Context: an optimization exercise on an open-source flow, tuned for small area. The choices shown serve that exercise and are no tape-out recipe.
Function was checked by simulation only, so behaviour that the tests miss may differ from the original.
No activity file was given, so power comes from the tool's default toggle rates.

File: design/flow/run.sh
#!/bin/bash
# synth_recipe.tcl (not shown) runs the flow's synth.tcl, then flattens the netlist and writes it again
# the make line also repeats each setting of config.mk as NAME=value (left out here)
make -C /OpenROAD-flow-scripts/flow DESIGN_CONFIG=/design/flow/config.mk WORK_HOME=/design/flow/orfs CLKGATE_MAP_FILE= SYNTH_SCRIPT=/design/flow/synth_recipe.tcl finish
File: design/flow/config.mk
export PLATFORM = sky130hd
export DESIGN_NAME = adxl345_reader
export DESIGN_NICKNAME = adxl345_reader
export VERILOG_FILES = /design/flow/design.v
export SDC_FILE = /design/flow/constraint.sdc
export NUM_CORES = 4
export LEC_CHECK = 0
export CAP_MARGIN = 20
export CORE_MARGIN = 2
export CORE_UTILIZATION = 40
export SLEW_MARGIN = 20
File: design/flow/constraint.sdc
create_clock -name core_clock -period 10.0 [get_ports {CLK}]
set_input_delay 2.0000 -clock core_clock [delete_from_list [all_inputs] [get_ports {CLK}]]
set_output_delay 2.0000 -clock core_clock [all_outputs]
set_load 0.01 [all_outputs]
File: design/flow/design.v
package adxl_pkg;
    typedef logic [7:0] byte_t;                         
    typedef logic [4-1:0] word_addr_t;      
    typedef logic [6-1:0] byte_idx_t;         
    typedef enum logic [2:0] {
        idle,        
        tx_len,      
        tx_ptr,      
        tx_read,     
        rx_data      
    } seq_state_t;
endpackage
`timescale 1ns/1ps
module adxl345_reader (
    input  logic                  CLK,
    input  logic                  RESET,
    input  adxl_pkg::word_addr_t  raddr,
    output logic [31:0]           rdata,
    input  logic [6:0]            i2c_address,
    input  logic                  interval_enable,
    input  logic [31:0]           interval_cycles,
    input  logic                  single_request,
    output logic                  single_done,
    output adxl_pkg::byte_t       m_axis_tdata,
    output logic [7:0]            m_axis_tuser,
    output logic                  m_axis_tvalid,
    output logic                  m_axis_tlast,
    input  logic                  m_axis_tready,
    input  adxl_pkg::byte_t       s_axis_tdata,
    input  logic                  s_axis_tvalid,
    input  logic                  s_axis_tlast,
    output logic                  s_axis_tready
);
    localparam int NB = 58;
    logic st_len, st_ptr, st_read, st_rx;
    logic busy, rx_fire;
    assign busy          = st_len | st_ptr | st_read | st_rx;
    assign m_axis_tvalid = st_len | st_ptr | st_read;
    assign m_axis_tlast  = st_ptr | st_read;
    assign m_axis_tdata  = {2'b00, st_read, st_read, st_read, 1'b0, st_read, st_len};
    assign s_axis_tready = st_rx;
    assign rx_fire       = st_rx & s_axis_tvalid;
    logic [19:0] count;
    logic        pending;
    logic        req;
    logic        single_q;
    logic        fire;
    assign fire = !busy && !req && (pending || (interval_enable && count == 20'd0));
    always_ff @(posedge CLK) begin
        if (RESET) begin
            req     <= 1'b0;
            pending <= 1'b0;
        end else begin
            req     <= fire;
            pending <= single_request | (pending & ~fire);
        end
    end
    always_ff @(posedge CLK) begin
        if (RESET) begin
            count <= '0;
        end else if (busy || !interval_enable || fire) begin
            count <= interval_cycles[19:0];
        end else if (count != 20'd0) begin
            count <= count - 20'd1;
        end
    end
    always_ff @(posedge CLK) begin
        if (fire) single_q <= pending;
    end
    always_ff @(posedge CLK) begin
        if (RESET) begin
            st_len  <= 1'b0;
            st_ptr  <= 1'b0;
            st_read <= 1'b0;
            st_rx   <= 1'b0;
        end else begin
            st_len  <= (!busy && req) | (st_len && !m_axis_tready);
            st_ptr  <= (st_len && m_axis_tready) | (st_ptr && !m_axis_tready);
            st_read <= (st_ptr && m_axis_tready) | (st_read && !m_axis_tready);
            st_rx   <= (st_read && m_axis_tready) | (st_rx && !(s_axis_tvalid && s_axis_tlast));
        end
    end
    always_ff @(posedge CLK) begin
        single_done <= !RESET && rx_fire && s_axis_tlast && single_q;
    end
    logic [6:0] addr_q;
    always_ff @(posedge CLK) begin
        if (!busy) addr_q <= i2c_address;
    end
    assign m_axis_tuser = {addr_q, st_read};
    logic [5:0] wp;        
    logic       wr;
    logic [7:0] wd;
    always_ff @(posedge CLK) begin
        if (st_read && m_axis_tready) wp <= 6'h3f;
        else if (rx_fire)             wp <= wp + 6'd1;
        wd <= s_axis_tdata;
        wr <= !RESET && rx_fire;
    end
    logic [5:0] hw;
    always_ff @(posedge CLK) begin
        if (RESET)                hw <= '0;
        else if (wr && wp == hw)  hw <= hw + 6'd1;
    end
    logic [7:0] mem [NB];
    for (genvar k = 0; k < NB; k++) begin : g_byte
        always_ff @(posedge CLK) begin
            if (wr && wp == 6'(k)) mem[k] <= wd;
        end
    end
    logic [3:0]  lane_ok;
    logic        w_lt, w_eq;
    logic [31:0] rd_n;
    assign w_lt = raddr < hw[5:2];
    assign w_eq = raddr == hw[5:2];
    for (genvar l = 0; l < 4; l++) begin : g_ok
        assign lane_ok[l] = !RESET && (w_lt || (w_eq && 2'(l) < hw[1:0]));
    end
    always_comb begin
        rd_n = '0;
        for (int k = 0; k < NB; k++) begin
            if (raddr == 4'(k / 4)) rd_n[8*(k%4) +: 8] = mem[k];
        end
        for (int l = 0; l < 4; l++) begin
            if (!lane_ok[l]) rd_n[8*l +: 8] = 8'h00;
        end
    end
    always_ff @(posedge CLK) begin
        rdata <= rd_n;
    end
endmodule
==> summary.txt <==
power breakdown:
group	internal [mW]	switching, mW	total, mW	leakage (nW)
clock network	1.09	0.843	1.93	0.811
registers	2.52	0.0375	2.56	4.91
logic	0.116	0.210	0.327	2.30
worst max path at each step:
stage	from	end	slack [ns]	depth (start not counted)
final	raddr[1]	rdata[4]	5.23	7
after global routing	raddr[1]	rdata[4]	5.07	7
after CTS	raddr[1]	rdata[4]	5.26	7
after detailed placement	raddr[1]	rdata[4]	4.62	7
after global placement	raddr[1]	rdata[4]	4.71	7
after floorplan	raddr[0]	rdata[11]	5.52	11
per-layer routing:
layer | global-route usage [%] | routed length, microns | part of all wire (%)
met1 | 27.07 | 24020 | 41
met4 | 6.723 | 1600 | 2.7
met2 | 34.41 | 28370 | 48
met3 | 4.165 | 4646 | 7.9
met5 | 0 | 0 | 0
cells by family (layout without fill, tap and decap cells):
kind of cell,after synthesis,after routing
flip-flops,552,552
AO/OA/AOI/OAI,392,392
AND/OR/NAND/NOR,363,363
buffers and inverters,117,236
multiplexers,74,74
XOR/XNOR,26,26
adder cells (fa/ha/maj),12,12
other,1,3
worst max-delay path: cells and delay by family:
kind | cells | cell delay [ns]
AO/OA/AOI/OAI | 2 | 0.40
AND/OR/NAND/NOR | 3 | 1.72
buffers and inverters | 2 | 1.11
flip-flops by register name (all words and copies together), names as in the netlist, 6 cells and up, named ones only:
signal and flops:
mem 464, wp 6, wd 8, count 20, addr_q 7, rdata 32
hw 6
Yosys cell counts, types with 7 or more instances:
| cell type | n |
|---|---|
| a211oi_1 | 11 |
| nand2_1 | 77 |
| a21oi_1 | 79 |
| nor2_1 | 134 |
| nand3_1 | 37 |
| o21ai_0 | 86 |
| nand2b_1 | 13 |
| nor4_1 | 12 |
| inv_1 | 16 |
| xnor2_1 | 22 |
| o32ai_1 | 7 |
| edfxtp_1 | 472 |
| ha_1 | 12 |
| clkbuf_1 | 53 |
| mux2i_1 | 42 |
| buf_1 | 17 |
| mux2_2 | 26 |
| a211o_1 | 8 |
| buf_2 | 17 |
| a22o_1 | 11 |
| and3_1 | 7 |
| buf_4 | 9 |
| a22oi_1 | 30 |
| nor3_1 | 22 |
| o2bb2ai_1 | 20 |
| o22ai_1 | 42 |
| o221ai_1 | 8 |
| o211ai_1 | 9 |
| a221oi_1 | 14 |
| dfxtp_1 | 80 |
| nor2b_1 | 13 |
| a31oi_1 | 12 |
area by class of cell:
class                   count  area, sq um
fillers                  4751        28860
clock inverters            16        103.9
multi-input cells         870         5655
clock buffers              81         1546
flip-flops and latches    552        15790
repair buffers            122         1136
well taps                 696        870.8
inverters                  17        63.81
==> results by group <==
Logic synthesis
  • Synth top area cells: edfxtp_1 (65%), dfxtp_1 (7.3%), nor2_1 (2.3%)
  • Top_reg_cell synth: edfxtp_1
  • Top cell type's share of synthesized area: 64.66%
  • Simple-gate area share of the yosys netlist: 7.997%
  • Mapped Cells: 1537
  • Cell taking the most area after synthesis: edfxtp_1
  • Synth warn: 2
  • Number of synthesized register bits: 552
  • Ys async rst share: 0%
  • Largest family of logic cells by synthesized area: compound AO/OA/AOI/OAI gates
  • Unique masters post-synth: 79
  • Synth Area in Compound Gates: 12.09%
  • Adder-cell share of the synthesized area: 0.6850%
  • Post-synthesis xor/xnor area fraction: 1.039%
  • Mapped Avg Cell Area: 14.26 sq um
  • Seq/Total Area, Yosys: 71.97%
  • Netlist Area Pre-Place: 21920 sq um
  • Mux cell area share after synthesis: 3.870%
  • Number of enable flip-flop cells after synthesis: 472

Drt
  • Vias per Instance: 5.856
  • Initial DRC Count: 1462
  • DR DRC count: 0
  • Post-route ant nets: 0
  • WL final: 58630 microns
  • Number of iterations in the first detailed-routing pass: 6
  • Vias: 13785
  • Routed len/inst: 24.91 microns

Cells and area
  • Layout Area Growth over Synthesis: 14.82%
  • Fin area: 25170 sq um
  • Final core area utilization: 46.59%
  • # diodes: 0
  • Non-Filler Instances: 2354
  • Most common library cell in the layout ignoring fill and taps: edfxtp_1
  • Commonest cells after routing, fill and taps aside: edfxtp_1 (472), nor2_1 (133), clkdlybuf4s50_1 (90)
  • Layout Nets: 1686
  • Share of cells above drive strength 1: 9.771%

Power
  • Total power: 4.815 mW
  • Peak supply drop: 142.8 uV
  • Static leakage: 8.016 nW
  • PwrDens: 191.3 nW/um^2

Clock network
  • Root Driver: clkbuf_16
  • TritonCTS buffer count: 53
  • H-tree Lvls: 2
  • CTS tree: built
  • Clk latency of the worst-skew pair: 0.61 ns
  • Post-CTS Setup Repair Bufs: 0
  • Clk sinks: 552
  • Max Buffers Root-to-Sink: 3
  • # resized after CTS: 0
  • Hold_buf cts: 0
  • Reg clk slew, reported paths: 0.06 ns

Floorplanning
  • Row cnt: 85
  • Horiz. Die Dim: 238.1 microns
  • Die Y: 238.1 microns
  • Starting Density: 40.57%
  • Ports: 110
  • Die area: 56690 sq um
  • Area of the core: 54030 sq um

Global routing
  • Largest net degree at the start of global routing: 69
  • First-pass GRT wire length: 86550 microns
  • Vias in the first global route: 13623
  • Grt total ovfl: 0
  • All-Layer GR Usage: 20.62%
  • Initial antenna violation count: 1

Timing
  • Worst setup margin: 5.228 ns
  • Setup TNS Final: 0 ns
  • Fmax: 209.5 MHz
  • Final cycle utilization of the critical path: 47.73%
  • Max-slew violation count: 0
  • Hold Violations, Final: 0
  • RSZ-0062 raised after global routing: no
  • Tightest Pin Transition: 1.049 ns
  • Clock skew: 0.01340 ns
  • Post-Route Hold Slack: 0.4753 ns
  • Setup violators final: 0
  • Minimum clock period: 4.773 ns
  • Max-slew headroom: 29.73%

Worst setup path
  • Crit path launch type: input port
  • CP Capture Type: flip-flop
  • Most frequent CP cell: buf_4
  • Critical Path RT: 10.50 ns
  • Slowest stage delay, CP: 0.97 ns
  • Crit-path cells: buf_4 -> buf_4 -> nand2b_1 -> nor2_1 -> a22oi_1 -> and3_1 -> a21oi_1
  • Crit-path max FO: 57
  • Setup slack, reg-to-reg: 7.12 ns
  • Worst R2R End: count[2]
  • CP arrival: 5.27 ns
  • Critical path type: in -> reg
  • Worst r2r path cells: 7
  • Reg2reg start: count[0]
  • Slowest-stage cell, CP: nor2_1

Min path
  • Worst Hold End: single_done
  • Number of cells on the worst hold path: 1
  • Min-delay src: single_q
  • Hold Path Class: reg -> reg

Place
  • Placed cell area: 23510 sq um
  • HPWL after DPL: 36580 microns
  • Placed Instances: 2256
  • GP Congestion: 0.8491
  • IO Port Bufs: 94
  • Setup Slack @ Placement: 4.621 ns

Status
  • Status: no timing/DRC/antenna violations

Job
  • Max-cap viol count: 0

## what the ideal ports hide
In the flow no input, the clock included, has a driving cell. The finished layout below was timed again as built, in two steps. Step 1: set_driving_cell puts a clkbuf_16 on CLK and a buf_2 on each other input, an assumption about the parent block. Step 2 moves the port delays by t, midway between the first and last clock arrival at a register: inputs arrive t later, outputs are due t later. That takes back most of the time a late clock gives input paths. Slacks: ideal ports / drivers / drivers and shift; pairs: ideal ports / drivers.
t (ns): 0.654
setup WS [ns]: 5.227 / 5.237 / 4.583
worst slew at a driven data input, ns: 0.05
After both steps setup and hold are still met in this run. For this run, drivers alone change the setup slack by +0.010 ns; drivers and shift together by -0.644 ns.
